This is an optimization exercise on Yosys and OpenROAD, whose aim is small area and a short achievable clock period, not a production implementation.
RTL that was checked went through simulation tests only; none was proved equivalent to the original.
No activity file was given, so power comes from the tool's default toggle rates.

Design fairq_top, start of the top module:
module fairq_top (
   input  logic                   clk,
   input  logic                   reset,
   input  logic                   in_wr,
   input  fairq_pkg::ctrl_t       in_ctrl,
   input  fairq_pkg::data_word_t  in_data,
   input  logic                   rd_dst_addr,
   input  fairq_pkg::queue_idx_t  dst_oq,
   input  fairq_pkg::sram_addr_t  dst_oq_high_addr,
   input  fairq_pkg::sram_addr_t  dst_oq_low_addr,
   output logic                   out_wr,
   output fairq_pkg::ctrl_t       out_ctrl,
   output fairq_pkg::data_word_t  out_data
);
For scale: ~2200 cells after synthesis, about 680 flip-flops, ~29000 sq um of cells after synthesis.
clock: 8.5 ns
lec_check: 0
cap_margin: 20
core_margin: 2
core_utilization: 40
setup_slack_margin: 4.5
slew_margin: 20
run.sh (not shown) runs the stock make flow with config.mk's settings and CLKGATE_MAP_FILE= SYNTH_SCRIPT=/design/flow/synth_recipe.tcl, a recipe that flattens the netlist after the stock synthesis.
==> next run, changes <==
- SETUP_SLACK_MARGIN: 4.5 -> 3
The changed run ran to the end with no violations.
Final area decreases by 1.7%.
Total power decreases by 0.89%.
Clock-buffer cell count is unchanged.
Routed wire length decreases by 1.3%.
Worst setup slack loses 0.60 ns.
Flip-flop and latch count is unchanged.
Non-clock buffer count decreases by 11.
Fmax decreases by 13%.
Via count decreases by 0.95%.
Core utilization decreases by 0.81 points.
No functional check of the RTL was part of any run of this note.

* * *

## north
Another version of the RTL of fairq_top (not shown whole).
Size in the first run: ~2300 cells after synthesis, roughly 730 flip-flops, roughly 190 I/O pins, ~31000 um2 of cells after synthesis.
export LEC_CHECK = 0
export CAP_MARGIN = 20
export CORE_MARGIN = 2
export CORE_UTILIZATION = 40
export CTS_CLUSTER_DIAMETER = 180
export CTS_CLUSTER_SIZE = 26
export SLEW_MARGIN = 20
export TNS_END_PERCENT = 0
create_clock -name core_clock -period 8.5 [get_ports {clk}]
standard.sh (not shown) runs the stock make flow with config.mk's settings and CLKGATE_MAP_FILE= SYNTH_SCRIPT=/design/flow/synth_recipe.tcl, a recipe that flattens the netlist after the stock synthesis.
==> flow/flow/run.sh <==
#!/bin/bash
# The standard layout (standard.sh, unchanged synthesis and steps) with two
# knobs the flow settings cannot reach: port buffers are buf_1 cells instead
# of the default delay cells, and timing repair aims for a larger setup slack.
# make's output goes to flow.log here; each ORFS step keeps its own log under
# orfs/logs/.
set -euo pipefail
export BUFFER_PORTS_ARGS="-buffer_cell sky130_fd_sc_hd__buf_1"
export SETUP_SLACK_MARGIN=5.6
bash standard.sh > flow.log 2>&1
north reached the end of the flow, and the finished layout is clean on the timing, design-rule and antenna checks.
The inputs of south differ from those of north as listed below.
- CTS_CLUSTER_DIAMETER now 150, was 180
- CTS_CLUSTER_SIZE now 20, was 26
- TNS_END_PERCENT no longer set, was 0
==> flow/flow/run.sh <==
#!/bin/bash
# The standard layout (standard.sh, unchanged synthesis and steps) with two
# knobs the flow settings cannot reach: port buffers are buf_2 cells instead
# of the default delay cells, and timing repair aims for a larger setup slack.
# make's output goes to flow.log here; each ORFS step keeps its own log under
# orfs/logs/.
set -euo pipefail
export BUFFER_PORTS_ARGS="-buffer_cell sky130_fd_sc_hd__buf_2"
export SETUP_SLACK_MARGIN=5.6
bash standard.sh > flow.log 2>&1
south reached the end of the flow, and the finished layout is clean on the timing, design-rule and antenna checks. south vs north on global-route usage over all layers: south is the higher one. Of the two values seen for timing startpoint of the critical path, in_data[37] was produced by south and in_data[36] by north. Taking north as the reference, in south least setup slack across all paths after layout picked up an extra 35 ps; proportion of synthesized flip-flops having asynchronous set or reset about even; core utilization increased by 3.6 points relative to the old numbers; post-layout instance area picked up an extra 8.1%. Clock insertion delay at the later pin of the skew report essentially unchanged between south and north. u_rewriter.ck_carry_r[3] as the worst setup path endpoint was reported by north, and u_rewriter.ck_carry_r[1] by south. Power: south draws more than north. Placed standard-cell area: south vs north up about 2%. Number of nets in the layout, south and north: larger value in south.
Input-level comparison between east and south:
- a change of CTS_CLUSTER_DIAMETER from 150 to 180
- a change of CTS_CLUSTER_SIZE from 20 to 26
==> flow/flow/run.sh <==
#!/bin/bash
# The standard layout (standard.sh, unchanged synthesis and steps) with two
# knobs the flow settings cannot reach: port buffers are buf_1 cells instead
# of the default delay cells, and timing repair aims for a larger setup slack.
# make's output goes to flow.log here; each ORFS step keeps its own log under
# orfs/logs/.
set -euo pipefail
export BUFFER_PORTS_ARGS="-buffer_cell sky130_fd_sc_hd__buf_1"
export SETUP_SLACK_MARGIN=5.3
bash standard.sh > flow.log 2>&1
Results
Highest metal layer used by the detailed router: met4 -> east, met5 -> south. east vs south on number of cells traversed by the worst register-to-register path: east is the lower one. The setup slack of east is smaller than that of south. east ends up with a met2 layer usage reported by global route that is 0.79 points lower than in south. Worst setup slack after placement delta for east relative to south: 100 ps lower. east against south: global-route total usage across every layer has decreased, number of gates resized after cts has decreased, storage element area has remained practically unchanged, global-route wire length before repair has decreased, final critical-path share of the clock period has remained practically unchanged. Changes observed in east relative to south: fraction of power consumed by the clock network shrank by 1.3 points; total of max-cap violations was more or less identical.
The inputs of west differ from those of east as listed below.
- TNS_END_PERCENT now 0, previously not set
diff --git a/flow/flow/run.sh b/flow/flow/run.sh
--- a/flow/flow/run.sh
+++ b/flow/flow/run.sh
@@ -8,3 +8,3 @@
 export BUFFER_PORTS_ARGS="-buffer_cell sky130_fd_sc_hd__buf_1"
-export SETUP_SLACK_MARGIN=5.3
+export SETUP_SLACK_MARGIN=6.0
 bash standard.sh > flow.log 2>&1
## What came out
Final cell area: west below east. A launch point of the critical path of in_data[36] is what west shows, while in_data[37] belongs to east. Summary of west over east: critical path depth picked up an extra 1, ratio of cells with drive above 1 in the final layout saw a decrease.

* * *

T:
Another version of the RTL of fairq_top (not shown whole).
For scale: ~190 I/O pins, about 0.031 sq mm of cells after synthesis.
Design fairq_top, start of the top module:
module fairq_top (
   input  logic                   clk,
   input  logic                   reset,
   input  logic                   in_wr,
   input  fairq_pkg::ctrl_t       in_ctrl,
   input  fairq_pkg::data_word_t  in_data,
   input  logic                   rd_dst_addr,
   input  fairq_pkg::queue_idx_t  dst_oq,
   input  fairq_pkg::sram_addr_t  dst_oq_high_addr,
   input  fairq_pkg::sram_addr_t  dst_oq_low_addr,
   output logic                   out_wr,
   output fairq_pkg::ctrl_t       out_ctrl,
   output fairq_pkg::data_word_t  out_data
);
==> flow/config.mk <==
export PLATFORM = sky130hd
export DESIGN_NAME = fairq_top
export DESIGN_NICKNAME = fairq_top
export VERILOG_FILES = /design/flow/design.v
export SDC_FILE = /design/flow/constraint.sdc
export NUM_CORES = 4
export LEC_CHECK = 0
export CAP_MARGIN = 20
export CORE_MARGIN = 2
export CORE_UTILIZATION = 40
export CTS_CLUSTER_DIAMETER = 150
export CTS_CLUSTER_SIZE = 20
export SLEW_MARGIN = 20
==> flow/constraint.sdc <==
create_clock -name core_clock -period 8.5 [get_ports {clk}]
set_input_delay 1.7000 -clock core_clock [delete_from_list [all_inputs] [get_ports {clk}]]
set_output_delay 1.7000 -clock core_clock [all_outputs]
set_load 0.01 [all_outputs]
==> flow/flow/run.sh <==
#!/bin/bash
# The standard layout (standard.sh, unchanged synthesis and steps) with two
# knobs the flow settings cannot reach: port buffers are buf_2 cells instead
# of the default delay cells, and timing repair aims for a larger setup slack.
# make's output goes to flow.log here; each ORFS step keeps its own log under
# orfs/logs/.
set -euo pipefail
export BUFFER_PORTS_ARGS="-buffer_cell sky130_fd_sc_hd__buf_2"
export SETUP_SLACK_MARGIN=5
bash standard.sh > flow.log 2>&1
T: all stages complete, timing, DRC and antenna checks passed
The inputs of S differ from those of T as listed below.
-- flow/flow/run.sh --
<<< T, line 8
export BUFFER_PORTS_ARGS="-buffer_cell sky130_fd_sc_hd__buf_2"
export SETUP_SLACK_MARGIN=5
bash standard.sh > flow.log 2>&1
>>> S, line 8
export BUFFER_PORTS_ARGS="-buffer_cell sky130_fd_sc_hd__buf_2"
export SETUP_SLACK_MARGIN=5.3
bash standard.sh > flow.log 2>&1
Notes after the runs:
- S ends up with higher number of diodes added for antenna fixing than T does.
- From T to S the numbers moved as follows: power now sits higher; register-to-register slack now sits higher; smallest hold slack now sits at about the same level; combinational share of power now sits higher.
Function was not checked in any run of this note: the RTL went through the layout flow alone.

==> what the ideal ports hide <==
The flow's constraints put no driver on any port. The routed layouts listed below were extracted and timed again, unchanged, in two steps.
Step 1 assumes that a clkbuf_16 drives the clock port and a buf_2 every other input.
Step 2 adds t to the input delays and takes it off the output delays; t is the mean of the earliest and latest rising clock arrival at the registers after step 1. Input paths then give back, and output paths get back, about the clock's delay inside the block.
a / b / c = no drivers / after step 1 / after step 2; a / b = the first two.
| run | shift t [ns] | setup slack, ns | worst setup path after step 2 |
|---|---|---|---|
| the first run of note 1 | 0.673 | 4.543 / 4.568 / 3.895 | input to register |
| the second run of note 1 | 0.683 | 3.939 / 3.939 / 3.546 | input to register |
| north | 0.651 | 5.251 / 5.284 / 4.632 | input to register |
| south | 0.652 | 5.286 / 5.300 / 4.648 | input to register |
| east | 0.649 | 5.274 / 5.298 / 4.649 | input to register |
| west | 0.651 | 5.251 / 5.284 / 4.632 | input to register |
| T | 0.660 | 5.052 / 5.062 / 4.402 | input to register |
| S | 0.669 | 5.175 / 5.190 / 4.521 | input to register |
After both steps setup and hold are still met in every run listed. The setup slack of S, which loses most, moves by +0.015 ns with the drivers and by -0.654 ns with both steps.
